Context: an optimization exercise on an open-source flow, tuned for small area. The choices shown serve that exercise and are no tape-out recipe.
Only simulation tests tie the RTL to the original design; equivalence was not proved.
The clock port is modelled as an ideal driver; clocking choices that lean on that would not hold on a real chip.
No activity file was given, so power comes from the tool's default toggle rates.

==> design.v <==
package nes_vga_pkg;
    localparam int DEF_H_ACTIVE = 640;
    localparam int DEF_H_FP     = 16;
    localparam int DEF_H_SYNC   = 96;
    localparam int DEF_H_BP     = 48;
    localparam int DEF_V_ACTIVE = 480;
    localparam int DEF_V_FP     = 10;
    localparam int DEF_V_SYNC   = 2;
    localparam int DEF_V_BP     = 33;
    localparam int DEF_SRC_W    = 256;
    localparam int DEF_SRC_H    = 240;
    typedef enum logic [1:0] {IDLE, FETCH, DRAIN} fill_t;
    function automatic logic [11:0] pal(input logic [5:0] idx);
        case (idx)
            6'd0: pal = 12'h777;
            6'd1: pal = 12'h00F;
            6'd2: pal = 12'h00B;
            6'd3: pal = 12'h42B;
            6'd4: pal = 12'h908;
            6'd5: pal = 12'hA02;
            6'd6: pal = 12'hA10;
            6'd7: pal = 12'h810;
            6'd8: pal = 12'h530;
            6'd9: pal = 12'h070;
            6'd10: pal = 12'h060;
            6'd11: pal = 12'h050;
            6'd12: pal = 12'h045;
            6'd13: pal = 12'h000;
            6'd14: pal = 12'h000;
            6'd15: pal = 12'h000;
            6'd16: pal = 12'hBBB;
            6'd17: pal = 12'h07F;
            6'd18: pal = 12'h05F;
            6'd19: pal = 12'h64F;
            6'd20: pal = 12'hD0C;
            6'd21: pal = 12'hE05;
            6'd22: pal = 12'hF30;
            6'd23: pal = 12'hE51;
            6'd24: pal = 12'hA70;
            6'd25: pal = 12'h0B0;
            6'd26: pal = 12'h0A0;
            6'd27: pal = 12'h0A4;
            6'd28: pal = 12'h088;
            6'd29: pal = 12'h000;
            6'd30: pal = 12'h000;
            6'd31: pal = 12'h000;
            6'd32: pal = 12'hFFF;
            6'd33: pal = 12'h3BF;
            6'd34: pal = 12'h68F;
            6'd35: pal = 12'h97F;
            6'd36: pal = 12'hF7F;
            6'd37: pal = 12'hF59;
            6'd38: pal = 12'hF75;
            6'd39: pal = 12'hFA4;
            6'd40: pal = 12'hFB0;
            6'd41: pal = 12'hBF1;
            6'd42: pal = 12'h5D5;
            6'd43: pal = 12'h5F9;
            6'd44: pal = 12'h0ED;
            6'd45: pal = 12'h777;
            6'd46: pal = 12'h000;
            6'd47: pal = 12'h000;
            6'd48: pal = 12'hFFF;
            6'd49: pal = 12'hAEF;
            6'd50: pal = 12'hBBF;
            6'd51: pal = 12'hDBF;
            6'd52: pal = 12'hFBF;
            6'd53: pal = 12'hFAC;
            6'd54: pal = 12'hFDB;
            6'd55: pal = 12'hFEA;
            6'd56: pal = 12'hFD7;
            6'd57: pal = 12'hDF7;
            6'd58: pal = 12'hBFB;
            6'd59: pal = 12'hBFD;
            6'd60: pal = 12'h0FF;
            6'd61: pal = 12'hFDF;
            6'd62: pal = 12'h000;
            6'd63: pal = 12'h000;
            default: pal = 12'h000;
        endcase
    endfunction
endpackage
module nes_vga_line_buffer #(
    parameter int DEPTH = 256,
    parameter int GRP   = 16
) (
    input  logic                 clk,
    input  logic                 shift,
    input  logic                 wr_en,
    input  logic [5:0]           wr_data,
    output logic [GRP-1:0][5:0]  head       
);
    logic [DEPTH-1:0][5:0] m;
    always_ff @(posedge clk) begin
        for (int g = 0; g < DEPTH / GRP; g++) begin
            for (int j = 1; j < GRP; j++) m[g*GRP+j] <= m[g*GRP+j-1];
            if (!shift) m[g*GRP] <= m[g*GRP+GRP-1];
            else if (g != 0) m[g*GRP] <= m[g*GRP-1];
            else m[0] <= wr_en ? wr_data : m[DEPTH-1];
        end
    end
    assign head = m[GRP-1:0];
endmodule
import nes_vga_pkg::*;
module nes_vga_scaler #(
    parameter int H_ACTIVE = DEF_H_ACTIVE,
    parameter int H_FP     = DEF_H_FP,
    parameter int H_SYNC   = DEF_H_SYNC,
    parameter int H_BP     = DEF_H_BP,
    parameter int V_ACTIVE = DEF_V_ACTIVE,
    parameter int V_FP     = DEF_V_FP,
    parameter int V_SYNC   = DEF_V_SYNC,
    parameter int V_BP     = DEF_V_BP,
    parameter int SRC_W    = DEF_SRC_W,
    parameter int SRC_H    = DEF_SRC_H,
    parameter int SCALE    = 2,
    parameter int H_OFFSET = 64,
    parameter logic [5:0] BORDER_COLOR = 6'h0F
) (
    input  logic        PCK,
    input  logic        RST,
    output logic [15:0] vram_addr,
    output logic        vram_rd,
    input  logic [5:0]  vram_data,
    output logic [3:0]  vga_r,
    output logic [3:0]  vga_g,
    output logic [3:0]  vga_b,
    output logic        vga_hs,
    output logic        vga_vs,
    output logic        frame_start
);
    logic [9:0] hc, vc;
    logic       seen;   
    always_ff @(posedge PCK or posedge RST) begin
        if (RST) begin
            hc   <= 10'd799;
            vc   <= 10'd524;
            seen <= 1'b0;
        end else begin
            hc   <= hc == 10'd799 ? 10'd0 : hc + 10'd1;
            if (hc == 10'd799) vc <= vc == 10'd524 ? 10'd0 : vc + 10'd1;
            seen <= seen | vc[1];
        end
    end
    logic fetch_line, fbank, wr_win, wr0, wr1;
    assign fetch_line = (!vc[0] && vc <= 10'd476) || vc == 10'd524;
    assign fbank      = !vc[9] && !vc[1];
    assign vram_rd    = fetch_line && hc[9:8] == 2'b00;
    assign vram_addr  = {vc[9] ? 8'd0 : vc[8:1] + 8'd1, hc[7:0]};
    assign wr_win     = fetch_line && hc >= 10'd1 && hc <= 10'd256;
    assign wr0        = wr_win && !fbank;
    assign wr1        = wr_win && fbank;
    logic [4:0] hm;
    logic sh_slot, dsp0, dsp1;
    assign hm      = hc[4:0] - 5'd1;
    assign sh_slot = hc >= 10'd49 && hc <= 10'd544 && hm[4];
    assign dsp0    = vc < 10'd480 && !vc[1] && sh_slot;
    assign dsp1    = vc < 10'd480 &&  vc[1] && sh_slot;
    logic [15:0][5:0] head0, head1;
    nes_vga_line_buffer u_b0 (.clk(PCK), .shift(wr0 || dsp0), .wr_en(wr0), .wr_data(vram_data), .head(head0));
    nes_vga_line_buffer u_b1 (.clk(PCK), .shift(wr1 || dsp1), .wr_en(wr1), .wr_data(vram_data), .head(head1));
    logic [4:0] hn;
    logic [3:0] tap;
    logic [5:0] d;
    logic       act, win, valid;
    logic [11:0] rgb;
    assign hn    = hc[4:0] + 5'd1;
    assign tap   = hn[4:1] + 4'd14;
    assign d     = vc[1] ? head1[tap] : head0[tap];
    assign act   = hc < 10'd640 && vc < 10'd480;
    assign win   = hc >= 10'd64 && hc < 10'd576;
    assign valid = seen || vc[8:1] != 8'd0;
    assign rgb   = (act && win && valid) ? nes_vga_pkg::pal(d) : 12'h000;
    always_ff @(posedge PCK or posedge RST) begin
        if (RST) begin
            {vga_r, vga_g, vga_b} <= 12'h000;
            vga_hs      <= 1'b1;
            vga_vs      <= 1'b1;
            frame_start <= 1'b0;
        end else begin
            {vga_r, vga_g, vga_b} <= rgb;
            vga_hs      <= !(hc >= 10'd656 && hc < 10'd752);
            vga_vs      <= !(vc == 10'd490 || vc == 10'd491);
            frame_start <= hc == 10'd0 && vc == 10'd0;
        end
    end
endmodule
==> run.sh <==
#!/bin/bash
# synth_recipe.tcl (not shown) runs the flow's synth.tcl, then flattens the netlist and writes it again
# the make line also repeats each setting of config.mk as NAME=value (left out here)
make -C /OpenROAD-flow-scripts/flow DESIGN_CONFIG=/design/flow/config.mk WORK_HOME=/design/flow/orfs CLKGATE_MAP_FILE= SYNTH_SCRIPT=/design/flow/synth_recipe.tcl finish
==> config.mk <==
export PLATFORM = sky130hd
export DESIGN_NAME = nes_vga_scaler
export DESIGN_NICKNAME = nes_vga_scaler
export VERILOG_FILES = /design/flow/design.v
export SDC_FILE = /design/flow/constraint.sdc
export NUM_CORES = 4
export LEC_CHECK = 0
export CAP_MARGIN = 20
export CORE_MARGIN = 2
export CORE_UTILIZATION = 40
export SLEW_MARGIN = 20
==> constraint.sdc <==
create_clock -name core_clock -period 10.0 [get_ports {PCK}]
set_input_delay 2.0000 -clock core_clock [delete_from_list [all_inputs] [get_ports {PCK}]]
set_output_delay 2.0000 -clock core_clock [all_outputs]
set_load 0.01 [all_outputs]
==> results of run 1 <==
sequential cells by signal, indices dropped and copies added, names as in the netlist:
name	cells
u_b1.m	1536
u_b0.m	1536
vga_b	4
hc	10
vga_hs	1
vga_vs	1
vga_r	4
vga_g	4
seen	1
frame_start	1
vc	10
final cells by class:
cell class | instances | share of cell area (%)
multi-input combinational | 670 | 7.57
clock buffer | 405 | 10.0
clock inverter | 65 | 0.873
timing repair buffer | 52 | 0.603
tap | 2310 | 3.57
antenna | 2 | 0.00619
sequential | 3108 | 77.2
inverter | 30 | 0.142
path summary, 6_finish.rpt:
path,start,endpoint,slack [ns],cells after the start
worst max-delay path,hc[0],vga_b[0],4.32,14
worst min-delay path,u_b0.m[1310],u_b0.m[1316],0.29,0
worst max register to register,hc[0],vga_b[0],4.32,14
worst min register to register,u_b0.m[1310],u_b0.m[1316],0.29,0
min in group asynchronous,RST,frame_start,1.57,3
max in group asynchronous,RST,vc[1],8.03,3
cells by family (layout without fill, tap and decap cells):
group	Yosys count	in the layout	synth area share [%]
flops	3108	3108	90.2
mux	274	274	5.16
simple gates	222	222	1.65
compound gates	131	131	1.30
buf+inv	113	552	1.01
xor+xnor	22	22	0.345
fa+ha+maj	21	21	0.376
other cells	0	2	0
synthesized netlist by cell type (20+ instances only):
cell,number
buf_4,20
clkbuf_1,26
dfrtp_1,24
dfxtp_1,3072
ha_1,20
inv_1,28
mux2_2,123
mux2_4,62
mux2i_1,59
mux4_2,28
nand2_1,56
nand3_1,26
nor2_1,46
o21ai_0,40
metrics by stage:
stage / cell area (um^2) / instances / power (mW) / hold WS [ns]
floorplan: 69200 / 3891 / 12.7 / 0.310
global route: 80900 / 6642 / 23.4 / 0.287
CTS: 80900 / 6640 / 22.9 / 0.285
finish: 80900 / 6642 / 22.6 / 0.288
detailed placement: 72000 / 6170 / 12.8 / 0.312
global placement: 72000 / 6170 / 12.8 / 0.310
power groups by stage:
stage | Sequential, mW | Clock, mW | Combinational (mW)
3_3_place_gp | 12.7 | 0 | 0.0163
6_report | 12.5 | 10.1 | 0.0161
5_1_grt | 12.5 | 11.0 | 0.0177
2_1_floorplan | 12.7 | 0 | 0.00920
3_5_place_dp | 12.7 | 0 | 0.0163
4_1_cts | 12.5 | 10.5 | 0.0166
worst reg2reg max path, stage by stage, from the launching register on:
cell and delay, ns:
dfstp_2 0.59, ha_1 0.29, xor2_4 0.15, buf_4 0.42, inv_4 0.27, ha_1 0.32
xnor3_1 0.53, nand3_1 0.13, nand4_1 0.71, clkinv_1 0.97, ha_1 0.51, inv_1 0.15
o221ai_2 0.13, and2_0 0.19, a211oi_1 0.22
layer usage:
metal	vias up	wire (um)	global-route usage [%]
li1	13090	-	-
met1	12337	45200	14.4
met2	401	33100	13.1
met3	259	3530	2.77
met4	0	3020	5.02
met5	-	0	0
==> impl_metrics.ini, run 1 <==
[status]
outcome = timing/DRC/antenna clean

[layout]
finalCoreUtilization_pct = 47.1
seq_area_um2 = 62400
syn2layout_area_growth_pct = 16.8
final_common_cell = dfxtp_1
fin_nets = 4170
multi_input_area_um2 = 6120
drive_gt1_share_pct = 15.2
fill_cells = 14427
most-common-layout-cells = dfxtp_1, clkbuf_16, mux2_2

[clock_network]
cts_setup_buffers = 0
cts.sinks = 3108
cts_made_buffers = 280
cts.path.max_buffers = 4
cts.clk_slew.worst_paths_ns = 0.07
cts-root-buf = clkbuf_16
cts_hold_buffers = 0
htreeDepth = 5
ctsResizeCount = 0
clock_latency_ns = 0.88
tritoncts = done

[grt]
grt_max_degree = 62
grt_pass1_wl_um = 140000
grtUsageTotal_pct = 9.82
antenna_found_initial = 4
grt-ovfl-total = 0
grt_pass1_vias = 26631

[sta]
min_period_over_period_pct = 56.8
layout_setup_ws_ns = 4.32
post-route-min-period_ns = 5.68
setup_viol = 0
slew_violations = 0
max_freq_mhz = 176
worst_pin_slew_ns = 0.985
finalSetupTns_ns = 0
rsz0062_at_grt = false
hold_viol_final = 0
fin_worst_skew_ns = 0.0462
slew_headroom_pct = 34.1

[place]
hpwl_um = 43200
dpl_worst_slack_ns = 4.31
port_buffers = 39
gp_congestion = 0.776

[drt]
drt_iter0_drc = 1194
dr.pass1.iters = 5
vias_per_cell = 3.93
avgRoutedWirePerCell_um = 12.8
wl_um = 84800
drc_errors = 0
detail-route-antenna-nets = 0
dr_total_vias = 26087

[floorplan]
fp.dieH_um = 420
start_util_pct = 40.3
rows = 152
coreArea_um2 = 172000
ioPinCount = 40
fp.dieArea_um2 = 176000
die_x_um = 420

[critical_path]
cp_slowest_cell = clkinv_1
worstPathRequired_ns = 10.79
cp_cell_sequence = ha_1, xor2_4, buf_4, inv_4, ha_1, xnor3_1, nand3_1, nand4_1, clkinv_1, ha_1, inv_1, o221ai_2, and2_0, a211oi_1
worst_path_most_repeated_cell = ha_1
critical_path_arrival_ns = 6.47
cp-start-kind = register
end_kind = register
crit_family = buffers and inverters
path_class = reg2reg
path_buf_inv = 4
cpPeakStageDelay_ns = 0.97
cp_max_fo = 28

[yosys]
synth-edff-count = 0
synthTopCellsByArea = dfxtp_1, mux2_2, mux2_4
synth_largest_area_cell = dfxtp_1
synth_flop_cell = dfxtp_1
avgSynthCellArea_um2 = 17.8
ys_seq_area_share_pct = 90.2
synth_top_area_share_pct = 88.8
ys_types = 72
synth_cells = 3891
netlist_area_um2 = 69200
synth_warnings = 2
synth-seq-cells = 3108
synth_fp_nets = 3919
synthArstFlopShare_pct = 1.16

[pwr]
power.density_nw_per_um2 = 280
power_switching_mw = 4.19
p_comb_share_pct = 0.1
p_int_mw = 18.4
leakage_nw = 32.3
pwr-share-clk_pct = 44.8
power_frac_seq_pct = 55.1
peakVddDrop_mv = 0.196
swShare_pct = 18.5

[flow_run]
cap_viol_max_count = 0

[worst_hold_path]
hp-class = reg2reg
==> inputs of run 2 (changes only) <==
--- a/design.v
+++ b/design.v
@@ -81,25 +81,28 @@
     endfunction
 endpackage
 module nes_vga_line_buffer #(
-    parameter int DEPTH = 256,
-    parameter int GRP   = 16
+    parameter int DEPTH    = 256,
+    parameter int GRP      = 16,
+    parameter int XFER_TAP = 93
 ) (
     input  logic                 clk,
-    input  logic                 shift,
     input  logic                 wr_en,
     input  logic [5:0]           wr_data,
+    input  logic                 shift,
+    input  logic                 xfer,
     output logic [GRP-1:0][5:0]  head       
 );
-    logic [DEPTH-1:0][5:0] m;
+    logic [DEPTH-1:0][5:0] f, d;
     always_ff @(posedge clk) begin
+        f <= {f[DEPTH-2:0], wr_en ? wr_data : f[DEPTH-1]};
         for (int g = 0; g < DEPTH / GRP; g++) begin
-            for (int j = 1; j < GRP; j++) m[g*GRP+j] <= m[g*GRP+j-1];
-            if (!shift) m[g*GRP] <= m[g*GRP+GRP-1];
-            else if (g != 0) m[g*GRP] <= m[g*GRP-1];
-            else m[0] <= wr_en ? wr_data : m[DEPTH-1];
+            for (int j = 1; j < GRP; j++) d[g*GRP+j] <= d[g*GRP+j-1];
+            if (!shift) d[g*GRP] <= d[g*GRP+GRP-1];
+            else if (g != 0) d[g*GRP] <= d[g*GRP-1];
+            else d[0] <= xfer ? f[XFER_TAP] : d[DEPTH-1];
         end
     end
-    assign head = m[GRP-1:0];
+    assign head = d[GRP-1:0];
 endmodule
 import nes_vga_pkg::*;
 module nes_vga_scaler #(
@@ -142,31 +145,27 @@
             seen <= seen | vc[1];
         end
     end
-    logic fetch_line, fbank, wr_win, wr0, wr1;
+    logic fetch_line, wr;
     assign fetch_line = (!vc[0] && vc <= 10'd476) || vc == 10'd524;
-    assign fbank      = !vc[9] && !vc[1];
     assign vram_rd    = fetch_line && hc[9:8] == 2'b00;
     assign vram_addr  = {vc[9] ? 8'd0 : vc[8:1] + 8'd1, hc[7:0]};
-    assign wr_win     = fetch_line && hc >= 10'd1 && hc <= 10'd256;
-    assign wr0        = wr_win && !fbank;
-    assign wr1        = wr_win && fbank;
-    logic [4:0] hm;
-    logic sh_slot, dsp0, dsp1;
-    assign hm      = hc[4:0] - 5'd1;
-    assign sh_slot = hc >= 10'd49 && hc <= 10'd544 && hm[4];
-    assign dsp0    = vc < 10'd480 && !vc[1] && sh_slot;
-    assign dsp1    = vc < 10'd480 &&  vc[1] && sh_slot;
-    logic [15:0][5:0] head0, head1;
-    nes_vga_line_buffer u_b0 (.clk(PCK), .shift(wr0 || dsp0), .wr_en(wr0), .wr_data(vram_data), .head(head0));
-    nes_vga_line_buffer u_b1 (.clk(PCK), .shift(wr1 || dsp1), .wr_en(wr1), .wr_data(vram_data), .head(head1));
+    assign wr         = fetch_line && hc >= 10'd1 && hc <= 10'd256;
+    logic xfer;
+    assign xfer = (vc[0] && vc <= 10'd477 && hc >= 10'd575)
+               || (!vc[0] && vc >= 10'd2 && vc <= 10'd478 && hc <= 10'd30)
+               || (vc == 10'd524 && hc >= 10'd607)
+               || (vc == 10'd0 && hc <= 10'd62);
     logic [4:0] hn;
-    logic [3:0] tap;
+    logic       dsp;
+    assign hn  = hc[4:0] + 5'd1;
+    assign dsp = vc < 10'd480 && hc >= 10'd48 && hc < 10'd575 && !hn[4];
+    logic [15:0][5:0] head;
+    nes_vga_line_buffer u_buf (.clk(PCK), .wr_en(wr), .wr_data(vram_data),
+                               .shift(xfer || dsp), .xfer(xfer), .head(head));
     logic [5:0] d;
     logic       act, win, valid;
     logic [11:0] rgb;
-    assign hn    = hc[4:0] + 5'd1;
-    assign tap   = hn[4:1] + 4'd14;
-    assign d     = vc[1] ? head1[tap] : head0[tap];
+    assign d     = head[hn[4:1]];
     assign act   = hc < 10'd640 && vc < 10'd480;
     assign win   = hc >= 10'd64 && hc < 10'd576;
     assign valid = seen || vc[8:1] != 8'd0;
--- a/config.mk
+++ b/config.mk
@@ -7,5 +7,8 @@
 export LEC_CHECK = 0
 export CAP_MARGIN = 20
 export CORE_MARGIN = 2
-export CORE_UTILIZATION = 40
+export CORE_UTILIZATION = 65
+export CTS_BUF_LIST = sky130_fd_sc_hd__clkbuf_8
+export CTS_CLUSTER_DIAMETER = 50
+export CTS_CLUSTER_SIZE = 20
 export SLEW_MARGIN = 20
==> run 2 against run 1 <==
Synthesized cell count down 6.3%. Wire length down 9.5%. Cell area down 11%. Largest cell class unchanged. Highest routed layer unchanged.
==> impl_metrics.ini, run 2 <==
[yosys]
synthTopCellsByArea = dfxtp_1, mux2_2, dfrtp_1
synth_warnings = 2
synth_fp_nets = 3677
ys_seq_area_share_pct = 93.5
synthArstFlopShare_pct = 1.16
ys_types = 70
yosysMostFrequentCell = dfxtp_1
synth_largest_area_cell = dfxtp_1
netlist_area_um2 = 66700
synth_flop_cell = dfxtp_1
synth_cells = 3644
yosys-top-cells-count = dfxtp_1, mux2_2, nor2_1, o21ai_0
avgSynthCellArea_um2 = 18.3
synth-edff-count = 0
synth_top_area_share_pct = 92.1
synth-seq-cells = 3108

[sta]
hold_viol_final = 0
fin_worst_skew_ns = 0.0435
post-route-min-period_ns = 5.61
slew_violations = 0
slew_headroom_pct = 38.3
setup_viol = 0
rsz0062_at_grt = false
max_freq_mhz = 178
finalSetupTns_ns = 0
worst_pin_slew_ns = 0.926
fin_hold_ws_ns = 0.314
min_period_over_period_pct = 56.1
layout_setup_ws_ns = 4.39

[drt]
drt_iter0_drc = 1050
dr.pass1.iters = 5
wl_um = 76800
dr_total_vias = 23224
drc_errors = 0
detail-route-antenna-nets = 0
avgRoutedWirePerCell_um = 14.7
vias_per_cell = 4.43

[critical_path]
critical_path_arrival_ns = 3.61
cp_max_fo = 10
worstPathRequired_ns = 8.00
path_class = reg2out
end_kind = output port
cp-start-kind = register

[pwr]
finalPower_mw = 17.7
swShare_pct = 19.2
p_comb_share_pct = 0
leakage_nw = 28.7
peakVddDrop_mv = 0.217
power.density_nw_per_um2 = 247
pwr-share-clk_pct = 29.7
power_frac_seq_pct = 70.2
power_switching_mw = 3.40
p_int_mw = 14.3

[clock_network]
htreeDepth = 4
cts_setup_buffers = 0
cts.path.max_buffers = 3
cts_made_buffers = 183
ctsResizeCount = 0
cts.sinks = 3108
cts.clk_slew.worst_paths_ns = 0.10
clock_latency_ns = 0.86
tritoncts = done
cts_hold_buffers = 0
cts-root-buf = clkbuf_8

[place]
port_buffers = 39
dpl_worst_slack_ns = 5.29
dp_cells = 5005
gp_congestion = 0.838
hpwl_um = 41700

[grt]
grt_pass1_vias = 24607
grt_max_degree = 54
grtUsageTotal_pct = 15.0
grt_pass1_wl_um = 129000
antenna_found_initial = 2
grt-ovfl-total = 0

[layout]
final_cells = 5238
most-common-layout-cells = dfxtp_1, clkbuf_8, mux2_2
syn2layout_area_growth_pct = 7.39
fin_nets = 3855
top_regs = u_buf.d x1536, u_buf.f x1536
final_common_cell = dfxtp_1
drive_gt1_share_pct = 9.85

[floorplan]
start_util_pct = 65.6
die_x_um = 324
rows = 117
ioPinCount = 40
fp.dieH_um = 324
coreArea_um2 = 102000
fp.dieArea_um2 = 105000

[worst_hold_path]
hp-class = reg2reg

[status]
outcome = timing/DRC/antenna clean

[flow_run]
cap_viol_max_count = 0
run 2: changes by cell type in the layout (fill, tap and decap cells not counted), moves of 17 or more:
cell | before | now
nor3b_1 | 17 | 0
mux2i_1 | 59 | 21
clkbuf_16 | 288 | 0
clkinv_2 | 38 | 3
clkbuf_1 | 69 | 0
nand2_1 | 56 | 31
mux2_4 | 62 | 2
mux2_2 | 123 | 99
clkbuf_8 | 48 | 192
run 2: per-stage QoR:
stage	utilization, %	area (um^2)
finish	70.4	71700
global route	70.4	71700
CTS	70.4	71700
detailed placement	67.4	68600
global placement	67.4	68600
floorplan	-	66700
run 2: layer usage:
metal	global-route usage, %	part of all wire (%)
met1	22.7	53
met2	21.5	41
met3	3.29	3.7
met4	5.50	2.3
met5	0	0
run 2: layout make-up:
cell class	count	area, um^2
timing repair buffer	46	443
clock inverter	39	413
antenna	2	5.00
tap	1368	1710
sequential	3108	62400
inverter	23	86.3
multi-input combinational	460	3960
fill	6342	30100
clock buffer	192	2640
run 2: final timing paths:
path / slack [ns] / from / end / cells after the start
worst min-delay path: 0.31 / u_buf.f[252] / u_buf.f[258] / 0
worst max-delay path: 4.39 / vc[1] / vram_rd / 7
max in group asynchronous: 8.00 / RST / vga_b[3] / 3
worst min register to register: 0.31 / u_buf.f[252] / u_buf.f[258] / 0
min in group asynchronous: 1.56 / RST / vc[8] / 3
worst max register to register: 5.61 / hc[0] / vga_g[2] / 14
run 2: power by group through the flow:
stage | logic (mW) | registers, mW | clock network (mW)
6_report | 0.00761 | 12.5 | 5.27
5_1_grt | 0.00850 | 12.5 | 5.90
3_3_place_gp | 0.00771 | 12.7 | 0
4_1_cts | 0.00794 | 12.5 | 5.46
3_5_place_dp | 0.00785 | 12.7 | 0
2_1_floorplan | 0.00312 | 12.7 | 0
run 2: cell families (layout without fill, tap and decap cells):
family | count (synthesis) | after routing | synth area share (%)
flip-flops | 3108 | 3108 | 93.5
AND/OR/NAND/NOR | 166 | 166 | 1.30
multiplexers | 148 | 148 | 2.92
AO/OA/AOI/OAI | 108 | 108 | 1.02
buffers and inverters | 76 | 300 | 0.559
adder cells (fa/ha/maj) | 25 | 25 | 0.469
XOR/XNOR | 13 | 13 | 0.221
other | 0 | 2 | 0
run 2: worst max-delay path, stage by stage, from the launching register on:
cell and delay, ns:
dfrtp_1 0.52, inv_1 0.20, ha_1 0.25, nand4_1 0.13
nor2_1 0.48, a21oi_1 0.19, nor3_1 0.34, clkdlybuf4s50_1 0.68
==> inputs of run 3 (changes only) <==
--- a/design.v
+++ b/design.v
@@ -132,55 +132,42 @@
     output logic        vga_vs,
     output logic        frame_start
 );
-    logic [9:0] hc, vc;
+    logic [9:0] hc, vx;
     logic       seen;   
     always_ff @(posedge PCK or posedge RST) begin
         if (RST) begin
             hc   <= 10'd799;
-            vc   <= 10'd524;
+            vx   <= 10'd1;
             seen <= 1'b0;
         end else begin
             hc   <= hc == 10'd799 ? 10'd0 : hc + 10'd1;
-            if (hc == 10'd799) vc <= vc == 10'd524 ? 10'd0 : vc + 10'd1;
-            seen <= seen | vc[1];
+            if (hc == 10'd799) vx <= vx == 10'd524 ? 10'd0 : vx + 10'd1;
+            seen <= seen | vx[2];
         end
     end
     logic fetch_line, wr;
-    assign fetch_line = (!vc[0] && vc <= 10'd476) || vc == 10'd524;
+    assign fetch_line = (!vx[0] && vx >= 10'd2 && vx <= 10'd478) || vx == 10'd1;
     assign vram_rd    = fetch_line && hc[9:8] == 2'b00;
-    assign vram_addr  = {vc[9] ? 8'd0 : vc[8:1] + 8'd1, hc[7:0]};
+    assign vram_addr  = {vx[8:1], hc[7:0]};
     assign wr         = fetch_line && hc >= 10'd1 && hc <= 10'd256;
     logic xfer;
-    assign xfer = (vc[0] && vc <= 10'd477 && hc >= 10'd575)
-               || (!vc[0] && vc >= 10'd2 && vc <= 10'd478 && hc <= 10'd30)
-               || (vc == 10'd524 && hc >= 10'd607)
-               || (vc == 10'd0 && hc <= 10'd62);
-    logic [4:0] hn;
-    logic       dsp;
-    assign hn  = hc[4:0] + 5'd1;
-    assign dsp = vc < 10'd480 && hc >= 10'd48 && hc < 10'd575 && !hn[4];
+    assign xfer = (vx[0] && vx >= 10'd3 && vx <= 10'd479 && hc >= 10'd575)
+               || (!vx[0] && vx >= 10'd4 && vx <= 10'd480 && hc <= 10'd30)
+               || (vx == 10'd1 && hc >= 10'd607)
+               || (vx == 10'd2 && hc <= 10'd62);
+    logic vis, dsp;
+    assign vis = vx >= 10'd2 && vx <= 10'd481;
+    assign dsp = vis && hc >= 10'd48 && hc < 10'd575
+              && ((!hc[4] && hc[3:0] != 4'hF) || hc[4:0] == 5'h1F);
     logic [15:0][5:0] head;
     nes_vga_line_buffer u_buf (.clk(PCK), .wr_en(wr), .wr_data(vram_data),
                                .shift(xfer || dsp), .xfer(xfer), .head(head));
-    logic [5:0] d;
-    logic       act, win, valid;
-    logic [11:0] rgb;
-    assign d     = head[hn[4:1]];
-    assign act   = hc < 10'd640 && vc < 10'd480;
-    assign win   = hc >= 10'd64 && hc < 10'd576;
-    assign valid = seen || vc[8:1] != 8'd0;
-    assign rgb   = (act && win && valid) ? nes_vga_pkg::pal(d) : 12'h000;
-    always_ff @(posedge PCK or posedge RST) begin
-        if (RST) begin
-            {vga_r, vga_g, vga_b} <= 12'h000;
-            vga_hs      <= 1'b1;
-            vga_vs      <= 1'b1;
-            frame_start <= 1'b0;
-        end else begin
-            {vga_r, vga_g, vga_b} <= rgb;
-            vga_hs      <= !(hc >= 10'd656 && hc < 10'd752);
-            vga_vs      <= !(vc == 10'd490 || vc == 10'd491);
-            frame_start <= hc == 10'd0 && vc == 10'd0;
-        end
-    end
+    logic [15:0][5:0] rot;
+    logic       show;
+    assign rot  = {head[0], head[15:1]};
+    assign show = vis && hc >= 10'd65 && hc <= 10'd576 && (seen || vx[9:2] != 8'd0);
+    assign {vga_r, vga_g, vga_b} = show ? nes_vga_pkg::pal(rot[hc[4:1]]) : 12'h000;
+    assign vga_hs      = !(hc >= 10'd657 && hc <= 10'd752);
+    assign vga_vs      = !((vx == 10'd492 && hc != 10'd0) || vx == 10'd493 || (vx == 10'd494 && hc == 10'd0));
+    assign frame_start = vx == 10'd2 && hc == 10'd1;
 endmodule
==> run 3 against run 2 <==
Clock power is essentially flat. Cell count shrank 1.1%. Cell area shrank 0.95%. Critical path type unchanged. Largest power group unchanged. Highest routed layer unchanged.
==> impl_metrics.ini, run 3 <==
[grt]
grtUsageTotal_pct = 14.9
grt_pass1_wl_um = 124000
grt-ovfl-total = 0
grt_max_degree = 91
antenna_found_initial = 4
grt_pass1_vias = 23842

[floorplan]
fp.dieH_um = 323
fp.dieArea_um2 = 104000
start_util_pct = 65.8
die_x_um = 323
coreArea_um2 = 100000
rows = 116
ioPinCount = 40

[sta]
fin_worst_skew_ns = 0.0235
max_freq_mhz = 136
fin_hold_ws_ns = 0.319
post-route-min-period_ns = 7.35
rsz0062_at_grt = false
finalSetupTns_ns = 0
slew_violations = 0
worst_pin_slew_ns = 1.01
slew_headroom_pct = 32.6
min_period_over_period_pct = 73.5
setup_viol = 0
hold_viol_final = 0

[yosys]
ys_seq_area_share_pct = 93.9
synth_largest_area_cell = dfxtp_1
yosysMostFrequentCell = dfxtp_1
synth_cells = 3600
synthArstFlopShare_pct = 0.679
synth_fp_nets = 3631
synth-seq-cells = 3093
netlist_area_um2 = 66100
synth_flop_cell = dfxtp_1
avgSynthCellArea_um2 = 18.4
ys_types = 65
yosys-top-cells-count = dfxtp_1, mux2_1, nand2_1, nor2_1
synthTopCellsByArea = dfxtp_1, mux2_1, mux4_2
synth_warnings = 2
synth-edff-count = 0
synth_top_area_share_pct = 93.1

[clock_network]
clock_latency_ns = 0.87
cts.path.max_buffers = 3
cts_made_buffers = 180
cts.clk_slew.worst_paths_ns = 0.11
ctsResizeCount = 0
cts.sinks = 3093
htreeDepth = 4
cts-root-buf = clkbuf_8
cts_setup_buffers = 0
tritoncts = done
cts_hold_buffers = 0

[critical_path]
r2r_setup_slack_ns = 6.01
cpPeakStageDelay_ns = 0.62
path_class = reg2out
reg2reg_to = u_buf.d[1057]
cp_cell_sequence = buf_4, mux4_2, mux4_2, inv_1, ha_1, inv_1, nor2_1, o311ai_0, a311oi_1, clkdlybuf4s50_1
cp_max_fo = 25
r2r-start = hc[1]
cp_slowest_cell = mux4_2
end_kind = output port
critical_path_arrival_ns = 5.35
cp-start-kind = register
worstPathRequired_ns = 8.00
r2r_cells = 8

[layout]
syn2layout_area_growth_pct = 7.44
most-common-layout-cells = dfxtp_1, clkbuf_8, mux2_1
fill_cells = 6334
fin_nets = 3801
top_regs = u_buf.d x1536, u_buf.f x1536
drive_gt1_share_pct = 7.18
final_common_cell = dfxtp_1

[drt]
vias_per_cell = 4.46
dr.pass1.iters = 9
detail-route-antenna-nets = 0
dr_total_vias = 23087
avgRoutedWirePerCell_um = 14.5
drt_iter0_drc = 1119
wl_um = 75200
drc_errors = 0

[worst_hold_path]
hp-class = reg2reg
hold_path.startpoint = u_buf.d[905]
whs_path_depth = 0
min_delay_worst_endpoint = u_buf.d[911]

[place]
port_buffers = 39
gp_congestion = 0.741
hpwl_um = 39800

[pwr]
peakVddDrop_mv = 0.178
leakage_nw = 28.4
power.density_nw_per_um2 = 247

[flow_run]
cap_viol_max_count = 0

[status]
outcome = timing/DRC/antenna clean
run 3: worst max-delay path by stage:
stage / start / to / slack (ns) / cells after the start
3_5_place_dp: hc[1] / vga_g[1] / 3.52 / 10
5_1_grt: hc[1] / vga_g[1] / 2.21 / 11
6_report: hc[1] / vga_g[1] / 2.65 / 10
4_1_cts: hc[1] / vga_g[1] / 2.52 / 10
3_3_place_gp: hc[1] / vga_g[0] / 3.51 / 12
2_1_floorplan: hc[1] / vga_r[2] / 4.37 / 12
run 3: layer usage:
metal	share of wire, %	GRT usage, %	wire length, um	vias up
li1	-	-	-	11641
met1	54	22.8	40300	10928
met2	40	20.6	30100	362
met3	3.9	3.24	2950	156
met4	2.5	5.89	1890	0
met5	0	0	0	-
run 3: area by class of cell:
type | instances | area (um^2) | area share, %
clock inverter | 37 | 397 | 0.559
antenna | 8 | 20.0 | 0.0282
sequential | 3093 | 62000 | 87.4
clock buffer | 191 | 2630 | 3.70
tap | 1357 | 1700 | 2.39
inverter | 14 | 52.6 | 0.0740
timing repair buffer | 45 | 435 | 0.613
multi-input combinational | 436 | 3730 | 5.25
run 3: logic make-up after synthesis:
group | Yosys count | share of synthesized area (%)
flops | 3093 | 93.9
buf+inv | 71 | 0.526
compound gates | 115 | 1.19
mux | 135 | 2.71
simple gates | 152 | 1.11
xor+xnor | 11 | 0.146
fa+ha+maj | 23 | 0.436
run 3: power by group:
group          internal (mW)  switching [mW]
clock                   1.88            3.36
sequential              12.3               0
combinational        0.00240         0.00216
total                   14.2            3.36
run 3: per-stage QoR:
| step | power (mW) | instances | worst slack, ns | area [um^2] | utilization [%] |
|---|---|---|---|---|---|
| after floorplan | 12.6 | 3600 | 4.37 | 66100 | - |
| after CTS | 17.7 | 5173 | 2.52 | 71000 | 70.6 |
| after global routing | 18.2 | 5179 | 2.21 | 71000 | 70.7 |
| after detailed placement | 12.6 | 4945 | 3.52 | 67900 | 67.6 |
| after global placement | 12.6 | 4945 | 3.51 | 67900 | 67.6 |
| final | 17.6 | 5181 | 2.65 | 71000 | 70.7 |
run 3: critical path, delay by kind of cell (launching register included):
kind / cells / cell delay, ns
compound gates: 2 / 0.61
fa+ha+maj: 1 / 0.49
buf+inv: 4 / 1.37
flops: 1 / 0.53
mux: 2 / 1.20
simple gates: 1 / 0.26
==> inputs of run 4 (changes only) <==
==> flow/run.sh (new file) <==
#!/bin/bash
# Own layout flow: the standard flow (standard.sh, ORFS synth -> finish, standard
# synthesis unchanged) with three settings passed to ORFS through its environment:
#  - clock tree: clkbuf_8 buffers, leaf clusters of at most 20 sinks within 50 um,
#    and no dummy loads (CTS_ARGS replaces ORFS's default clock_tree_synthesis options)
#  - port buffers: the smallest buffer, buf_1, instead of the resizer's default pick
# Every tool's output goes to make.log here; ORFS keeps each step's log under orfs/logs/.
set -euo pipefail
export CTS_ARGS="-sink_clustering_enable -repair_clock_nets -dont_use_dummy_load -buf_list sky130_fd_sc_hd__clkbuf_8 -sink_clustering_size 20 -sink_clustering_max_diameter 50"
export BUFFER_PORTS_ARGS="-buffer_cell sky130_fd_sc_hd__buf_1"
bash standard.sh finish > make.log 2>&1
test -s out/final.def
==> standard.sh (new file) <==
#!/bin/bash
# synth_recipe.tcl (not shown) runs the flow's synth.tcl, then flattens the netlist and writes it again
# the make line also repeats each setting of config.mk as NAME=value (left out here)
make -C /OpenROAD-flow-scripts/flow DESIGN_CONFIG=/design/flow/config.mk WORK_HOME=/design/flow/orfs CLKGATE_MAP_FILE= SYNTH_SCRIPT=/design/flow/synth_recipe.tcl "${@:-finish}"
--- a/config.mk
+++ b/config.mk
@@ -8,7 +8,4 @@
 export CAP_MARGIN = 20
 export CORE_MARGIN = 2
 export CORE_UTILIZATION = 65
-export CTS_BUF_LIST = sky130_fd_sc_hd__clkbuf_8
-export CTS_CLUSTER_DIAMETER = 50
-export CTS_CLUSTER_SIZE = 20
 export SLEW_MARGIN = 20
removed: run.sh
==> run 4 against run 3 <==
Critical path type unchanged. Highest routed layer unchanged. Critical endpoint is now vga_g[0]. Largest power group unchanged. Synthesized cell count unchanged. Sequential share of layout area up 1.0 points. Total power fell by 2.4%. First-iteration DRC count increased by 0.80%. Largest cell class unchanged. Hold slack worse by 0.065 ns. Critical path depth increased by 1. Maximum frequency increased by 5.1%. Clock-buffer cell count is 10 lower.
==> impl_metrics.ini, run 4 <==
[layout]
fill_cells = 6489
fin_nets = 3803
seq_area_um2 = 62000
syn2layout_area_growth_pct = 6.22
drive_gt1_share_pct = 6.31
top_regs = u_buf.d x1536, u_buf.f x1536
most-common-layout-cells = dfxtp_1, clkbuf_8, mux2_1
multi_input_area_um2 = 3700
final_cells = 5128
stdcell_area_um2 = 70200
final_common_cell = dfxtp_1

[place]
gp_congestion = 0.776
port_buffers = 39
dp_cells = 4945
place_area_um2 = 67700
hpwl_um = 39300

[clock_network]
cts_hold_buffers = 0
ctsResizeCount = 0
tritoncts = done
cts_made_buffers = 181
clock_latency_ns = 0.84
cts.sinks = 3093
cts_setup_buffers = 0
cts.clk_slew.worst_paths_ns = 0.10

[grt]
grt_pass1_vias = 23811
grt_max_degree = 49
grtUsageTotal_pct = 14.6
antenna_found_initial = 2
grt_pass1_wl_um = 123000
grt-ovfl-total = 0

[drt]
detail-route-antenna-nets = 0
dr.pass1.iters = 5
avgRoutedWirePerCell_um = 14.4
vias_per_cell = 4.46
drc_errors = 0
wl_um = 74100
drt_iter0_drc = 1128
dr_total_vias = 22895

[sta]
worst_pin_slew_ns = 1.10
slew_headroom_pct = 26.8
finalSetupTns_ns = 0
hold_viol_final = 0
fin_worst_skew_ns = 0.0970
max_freq_mhz = 143
slew_violations = 0
min_period_over_period_pct = 69.9
rsz0062_at_grt = false
post-route-min-period_ns = 6.99
setup_viol = 0

[yosys]
yosysMostFrequentCell = dfxtp_1
synth-edff-count = 0
avgSynthCellArea_um2 = 18.4
synth_warnings = 2
yosys-top-cells-count = dfxtp_1, mux2_1, nand2_1, nor2_1
netlist_area_um2 = 66100
synth_largest_area_cell = dfxtp_1
synthTopCellsByArea = dfxtp_1, mux2_1, mux4_2
synth-seq-cells = 3093
synth_fp_nets = 3631
synthArstFlopShare_pct = 0.679
ys_seq_area_share_pct = 93.9
synth_cells = 3600
synth_flop_cell = dfxtp_1
ys_types = 65
synth_top_area_share_pct = 93.1

[floorplan]
fp.dieArea_um2 = 104000
start_util_pct = 65.8
rows = 116
fp.dieH_um = 323
coreArea_um2 = 100000
ioPinCount = 40
die_x_um = 323

[worst_hold_path]
min_delay_worst_endpoint = u_buf.f[129]
hp-class = reg2reg
whs_path_depth = 0
hold_path.startpoint = u_buf.f[123]

[status]
outcome = timing/DRC/antenna clean

[critical_path]
r2r-start = hc[1]
critical_path_arrival_ns = 4.99
r2r_cells = 9
path_class = reg2out
worstPathRequired_ns = 8.00
reg2reg_to = u_buf.d[1442]
r2r_setup_slack_ns = 5.20
end_kind = output port
cp-start-kind = register
cp_max_fo = 25

[flow_run]
cap_viol_max_count = 0

[pwr]
peakVddDrop_mv = 0.186
power.density_nw_per_um2 = 244
leakage_nw = 28.0
[run 4: cell count changes in the layout (fill, tap and decap cells not counted), sizes merged]
cell and delta:
clkdlybuf4s50 -39, bufinv -4, clkinvlp -4, clkinv -8, buf +40, diode -7, clkbuf -10, inv -21
[run 4: worst max-delay path by stage]
stage | from | end | slack, ns | cells after the start
after global placement | hc[1] | vga_g[0] | 3.79 | 11
after detailed placement | hc[1] | vga_b[2] | 3.80 | 11
after CTS | hc[1] | vga_b[2] | 2.89 | 11
after floorplan | hc[1] | vga_r[2] | 4.37 | 12
after global routing | hc[1] | vga_r[3] | 2.56 | 11
final | hc[1] | vga_g[0] | 3.01 | 11
[run 4: worst max-delay path, stage by stage (launching register included)]
cell and delay [ns]:
dfstp_2 1.05, mux4_2 0.60, a22oi_1 0.17, and2_0 0.16, buf_4 0.28, clkinv_1 0.58
ha_1 0.54, a21oi_1 0.20, nand2_1 0.11, o22a_1 0.19, o22ai_1 0.14, buf_1 0.18
[run 4: per-layer routing]
layer  GRT usage (%)  part of all wire (%)  vias up
met5               0                     0        -
met2            20.1                    39      346
met4            6.12                   2.8        0
met3            3.17                   3.5      160
li1                -                     -    11586
met1            22.6                    54    10803
[run 4: metrics by stage]
step | power [mW] | utilization, % | setup slack (ns) | hold slack [ns]
6_report | 17.1 | 69.9 | 3.01 | 0.255
5_1_grt | 17.8 | 69.9 | 2.56 | 0.249
4_1_cts | 17.3 | 69.9 | 2.89 | 0.255
3_5_place_dp | 12.6 | 67.4 | 3.80 | 0.312
3_3_place_gp | 12.6 | 67.4 | 3.79 | 0.309
2_1_floorplan | 12.6 | - | 4.37 | 0.310
[run 4: power by group]
group          total, mW  switching [mW]  internal (mW)
clock               4.82            3.19           1.63
combinational    0.00261         0.00196       0.000645
sequential          12.3               0           12.3
[run 4: area by class of cell]
| class | instances | share of cell area (%) |
|---|---|---|
| sequential | 3093 | 88.4 |
| multi-input combinational | 436 | 5.27 |
| clock buffer | 181 | 3.55 |
| tap | 1357 | 2.42 |
| timing repair buffer | 46 | 0.294 |
| inverter | 14 | 0.0749 |
| antenna | 1 | 0.00357 |
[run 4: kinds of logic (layout without fill, tap and decap cells)]
family / Yosys count / in the layout / synth area share (%)
adder cells (fa/ha/maj): 23 / 23 / 0.436
multiplexers: 135 / 135 / 2.71
AND/OR/NAND/NOR: 152 / 152 / 1.11
buffers and inverters: 71 / 241 / 0.526
flip-flops: 3093 / 3093 / 93.9
AO/OA/AOI/OAI: 115 / 115 / 1.19
XOR/XNOR: 11 / 11 / 0.146
other: 0 / 1 / 0
==> inputs of run 5 (changes only) <==
==> flow/run.sh (replaced) <==
#!/bin/bash
# Own layout flow: the standard flow (standard.sh, ORFS synth -> finish, standard
# synthesis unchanged) with these settings passed to ORFS through its environment:
#  - after floorplan (POST_FLOORPLAN_TCL hook, flow/downsize.tcl): combinational cells that
#    synthesis sized up go back to the smallest cell of their family; ORFS's later
#    repair_design / repair_timing size up again wherever slew, load or timing need it
#  - clock tree: clkbuf_8 buffers, leaf clusters of at most 20 sinks within 50 um,
#    and no dummy loads (CTS_ARGS replaces ORFS's default clock_tree_synthesis options)
#  - port buffers: the smallest buffer, buf_1, instead of the resizer's default pick
# Every tool's output goes to make.log here; ORFS keeps each step's log under orfs/logs/.
set -euo pipefail
here="$(pwd)"
export POST_FLOORPLAN_TCL="$here/flow/downsize.tcl"
export CTS_ARGS="-sink_clustering_enable -repair_clock_nets -dont_use_dummy_load -buf_list sky130_fd_sc_hd__clkbuf_8 -sink_clustering_size 20 -sink_clustering_max_diameter 50"
export BUFFER_PORTS_ARGS="-buffer_cell sky130_fd_sc_hd__buf_1"
bash standard.sh finish > make.log 2>&1
test -s out/final.def
==> flow/downsize.tcl (new file) <==
# Runs at the end of ORFS's floorplan step (POST_FLOORPLAN_TCL): puts each combinational
# cell that synthesis sized up back to the smallest cell of its family (same function and
# pins, e.g. mux2_4 -> mux2_1). Registers are left as they are. The placement steps'
# repair_design and the later repair_timing size up again wherever slew, load or timing
# need it.
set smallest [dict create]
foreach lc [get_lib_cells */*] {
  set n [get_name $lc]
  if {![regexp {^(sky130_fd_sc_hd__[a-z0-9]+)_([0-9]+)$} $n -> fam drive]} continue
  if {[dict exists $smallest $fam]} {
    set cur [dict get $smallest $fam]
    if {[get_property $lc area] < [get_property $cur area]} { dict set smallest $fam $lc }
  } else {
    dict set smallest $fam $lc
  }
}
set dont [list]
if {[info exists ::env(DONT_USE_CELLS)]} { set dont $::env(DONT_USE_CELLS) }
set n_changed 0
set saved 0.0
foreach inst [get_cells *] {
  set lc [get_lib_cells -of_objects $inst]
  set name [get_name $lc]
  if {![regexp {^(sky130_fd_sc_hd__[a-z0-9]+)_([0-9]+)$} $name -> fam drive]} continue
  if {[regexp {__(df|dl|sdf|edf|sed|clk|conb|tap|fill|decap|diode)} $name]} continue
  if {![dict exists $smallest $fam]} continue
  set best [dict get $smallest $fam]
  set bname [get_name $best]
  if {$bname eq $name} continue
  if {[lsearch -exact $dont $bname] >= 0} continue
  if {[get_property $best area] >= [get_property $lc area]} continue
  set saved [expr {$saved + [get_property $lc area] - [get_property $best area]}]
  replace_cell $inst $bname
  incr n_changed
}
puts "downsize: replaced $n_changed cells, [format %.1f $saved] um2 less"
--- a/config.mk
+++ b/config.mk
@@ -8,4 +8,5 @@
 export CAP_MARGIN = 20
 export CORE_MARGIN = 2
 export CORE_UTILIZATION = 65
+export GPL_ROUTABILITY_DRIVEN = 0
 export SLEW_MARGIN = 20
==> run 5 against run 4 <==
Still clean on timing, DRC and antenna. Area after synthesis unchanged. First-iteration DRC count grew 25%. Critical path depth fell by 1. Total power hardly changed. Clock power about the same. Synthesized cell count unchanged. Die area is the same. Global-route usage is 0.075 points higher. Sequential cell count stayed put. Hold slack improved by 0.032 ns. Critical endpoint is now vga_b[2].
==> impl_metrics.ini, run 5 <==
[sta]
slew_headroom_pct = 32.1
min_period_over_period_pct = 74.3
setup_viol = 0
post-route-min-period_ns = 7.43
hold_viol_final = 0
slew_violations = 0
fin_worst_skew_ns = 0.0633
worst_pin_slew_ns = 1.02
rsz0062_at_grt = false
finalSetupTns_ns = 0
max_freq_mhz = 135

[critical_path]
cpPeakStageDelay_ns = 1.04
worstPathRequired_ns = 8.00
worstSetupStartpoint = hc[1]
r2r_setup_slack_ns = 5.37
cp_cell_sequence = mux4_2, a22oi_1, and2_1, clkinv_1, ha_1, nor2_1, nor2_1, a211o_1, o21ai_0, buf_1
reg2reg_to = u_buf.d[1346]
crit_family = flip-flops
path_class = reg2out
path_buf_inv = 2
r2r-start = hc[1]
cp_slowest_cell = dfstp_2
worst_path_most_repeated_cell = nor2_1
critical_path_arrival_ns = 5.43
cp_max_fo = 25
cp-start-kind = register
end_kind = output port
r2r_cells = 8

[layout]
finalCoreUtilization_pct = 69.8
seq_area_um2 = 62000
fin_nets = 3797
multi_input_area_um2 = 3700
drive_gt1_share_pct = 6.14
final_common_cell = dfxtp_1
fill_cells = 6454
top_regs = u_buf.d x1536, u_buf.f x1536
stdcell_area_um2 = 70100
most-common-layout-cells = dfxtp_1, clkbuf_8, mux2_1
syn2layout_area_growth_pct = 6.13

[yosys]
ys_types = 65
synth_fp_nets = 3631
yosys-top-cells-count = dfxtp_1, mux2_1, nand2_1, nor2_1
synth-edff-count = 0
synth-seq-cells = 3093
synth_flop_cell = dfxtp_1
netlist_area_um2 = 66100
synthTopCellsByArea = dfxtp_1, mux2_1, mux4_2
avgSynthCellArea_um2 = 18.4
synth_cells = 3600
synth_warnings = 2
ys_seq_area_share_pct = 93.9
synthArstFlopShare_pct = 0.679
synth_top_area_share_pct = 93.1
synth_largest_area_cell = dfxtp_1
yosysMostFrequentCell = dfxtp_1

[drt]
drc_errors = 0
wl_um = 73800
vias_per_cell = 4.53
detail-route-antenna-nets = 0
drt_iter0_drc = 1406
avgRoutedWirePerCell_um = 14.4
dr_total_vias = 23235
dr.pass1.iters = 9

[clock_network]
cts_hold_buffers = 0
tritoncts = done
cts_made_buffers = 179
cts.clk_slew.worst_paths_ns = 0.10
ctsResizeCount = 0
cts_setup_buffers = 0
cts.sinks = 3093
clock_latency_ns = 0.84

[floorplan]
die_x_um = 323
rows = 116
start_util_pct = 65.8
ioPinCount = 40
fp.dieArea_um2 = 104000
fp.dieH_um = 323
coreArea_um2 = 100000

[pwr]
power.density_nw_per_um2 = 244
leakage_nw = 27.9
peakVddDrop_mv = 0.167

[grt]
grt_pass1_wl_um = 124000
grt-ovfl-total = 0
grtUsageTotal_pct = 14.7
grt_pass1_vias = 23893
antenna_found_initial = 6
grt_max_degree = 50

[flow_run]
cap_viol_max_count = 0

[worst_hold_path]
min_delay_worst_endpoint = u_buf.d[1187]
hp-class = reg2reg
whs_path_depth = 0
hold_path.startpoint = u_buf.d[1181]

[place]
port_buffers = 39
place_area_um2 = 67600
hpwl_um = 39300

[status]
outcome = timing/DRC/antenna clean
[run 5: cells by family (layout without fill, tap and decap cells)]
| group | count (synthesis) | after routing | share of synthesized area [%] |
|---|---|---|---|
| and+or+nand+nor | 152 | 152 | 1.11 |
| muxes | 135 | 135 | 2.71 |
| buffers and inverters | 71 | 235 | 0.526 |
| DFF | 3093 | 3093 | 93.9 |
| xor gates and xnor gates | 11 | 11 | 0.146 |
| other | 0 | 3 | 0 |
| adders and majority gates | 23 | 23 | 0.436 |
| AOI/OAI and AO/OA | 115 | 115 | 1.19 |
[run 5: worst max-delay path by stage]
stage,to,depth (start not counted)
floorplan,vga_r[2],12
global placement,vga_g[0],10
detailed placement,vga_g[0],10
CTS,vga_g[0],10
global route,vga_b[2],10
finish,vga_b[2],10
[run 5: final cells by class]
type	instances	area share, %
Multi-Input combinational cell	436	5.28
Antenna cell	3	0.0107
Inverter	14	0.0749
Timing Repair Buffer	42	0.246
Tap cell	1357	2.42
Clock buffer	179	3.51
Sequential cell	3093	88.5
[run 5: per-layer routing]
metal  track usage, %  wire length (um)  vias to the layer above
met5                0                 0                        -
met4             5.97              2580                        0
met3             3.52              3400                      242
met2             20.3             28800                      498
met1             22.5             39000                    10921
li1                 -                 -                    11574
[run 5: through the flow]
stage | hold WS, ns | setup slack, ns | total power [mW] | instances
floorplan | 0.310 | 4.37 | 12.6 | 3600
global placement | 0.309 | 3.39 | 12.6 | 4941
detailed placement | 0.312 | 3.12 | 12.6 | 4941
CTS | 0.284 | 2.19 | 17.3 | 5120
global route | 0.287 | 2.13 | 17.8 | 5123
finish | 0.286 | 2.57 | 17.1 | 5124
[run 5: where the power goes]
group | total (mW) | switching, mW | leakage [nW] | internal [mW]
clock | 4.81 | 3.20 | 1.29 | 1.62
sequential | 12.3 | 0 | 25.0 | 12.3
combinational | 0.00276 | 0.00211 | 1.67 | 0.000648
total | 17.1 | 3.20 | 27.9 | 13.9

port drivers added, routing unchanged:
In the flow no input, the clock included, has a driving cell. The finished layouts below were timed again as built, in two steps.
Step 1 sets driving cells, clkbuf_16 on the clock port and buf_2 on the other inputs (assumed; they add their load-dependent delay and slew).
Step 2 times the ports against the registers' clock, not the clock port: input delays grow and output delays shrink by t, the midpoint of the rising clock arrivals with the driver on.
a / b / c = ideal / step 1 / step 2; a / b = the first two.
run	shift t [ns]	setup slack, ns	hold slack, ns	latest minus earliest clock arrival (ns)	cell pins on the clock port's net
run 1	0.926	4.320 / 4.320 / 4.320	0.288 / 0.288 / 0.288	0.048 / 0.048	1
run 2	0.897	4.385 / 4.325 / 5.222	0.314 / 0.314 / 0.314	0.051 / 0.051	1
run 3	0.928	2.646 / 2.581 / 3.509	0.319 / 0.319 / 0.319	0.033 / 0.032	1
run 4	0.858	3.006 / 2.944 / 3.802	0.255 / 0.255 / 0.255	0.113 / 0.112	1
run 5	0.870	2.566 / 2.503 / 3.373	0.286 / 0.286 / 0.286	0.071 / 0.070	1
After both steps setup and hold are still met in every run listed.
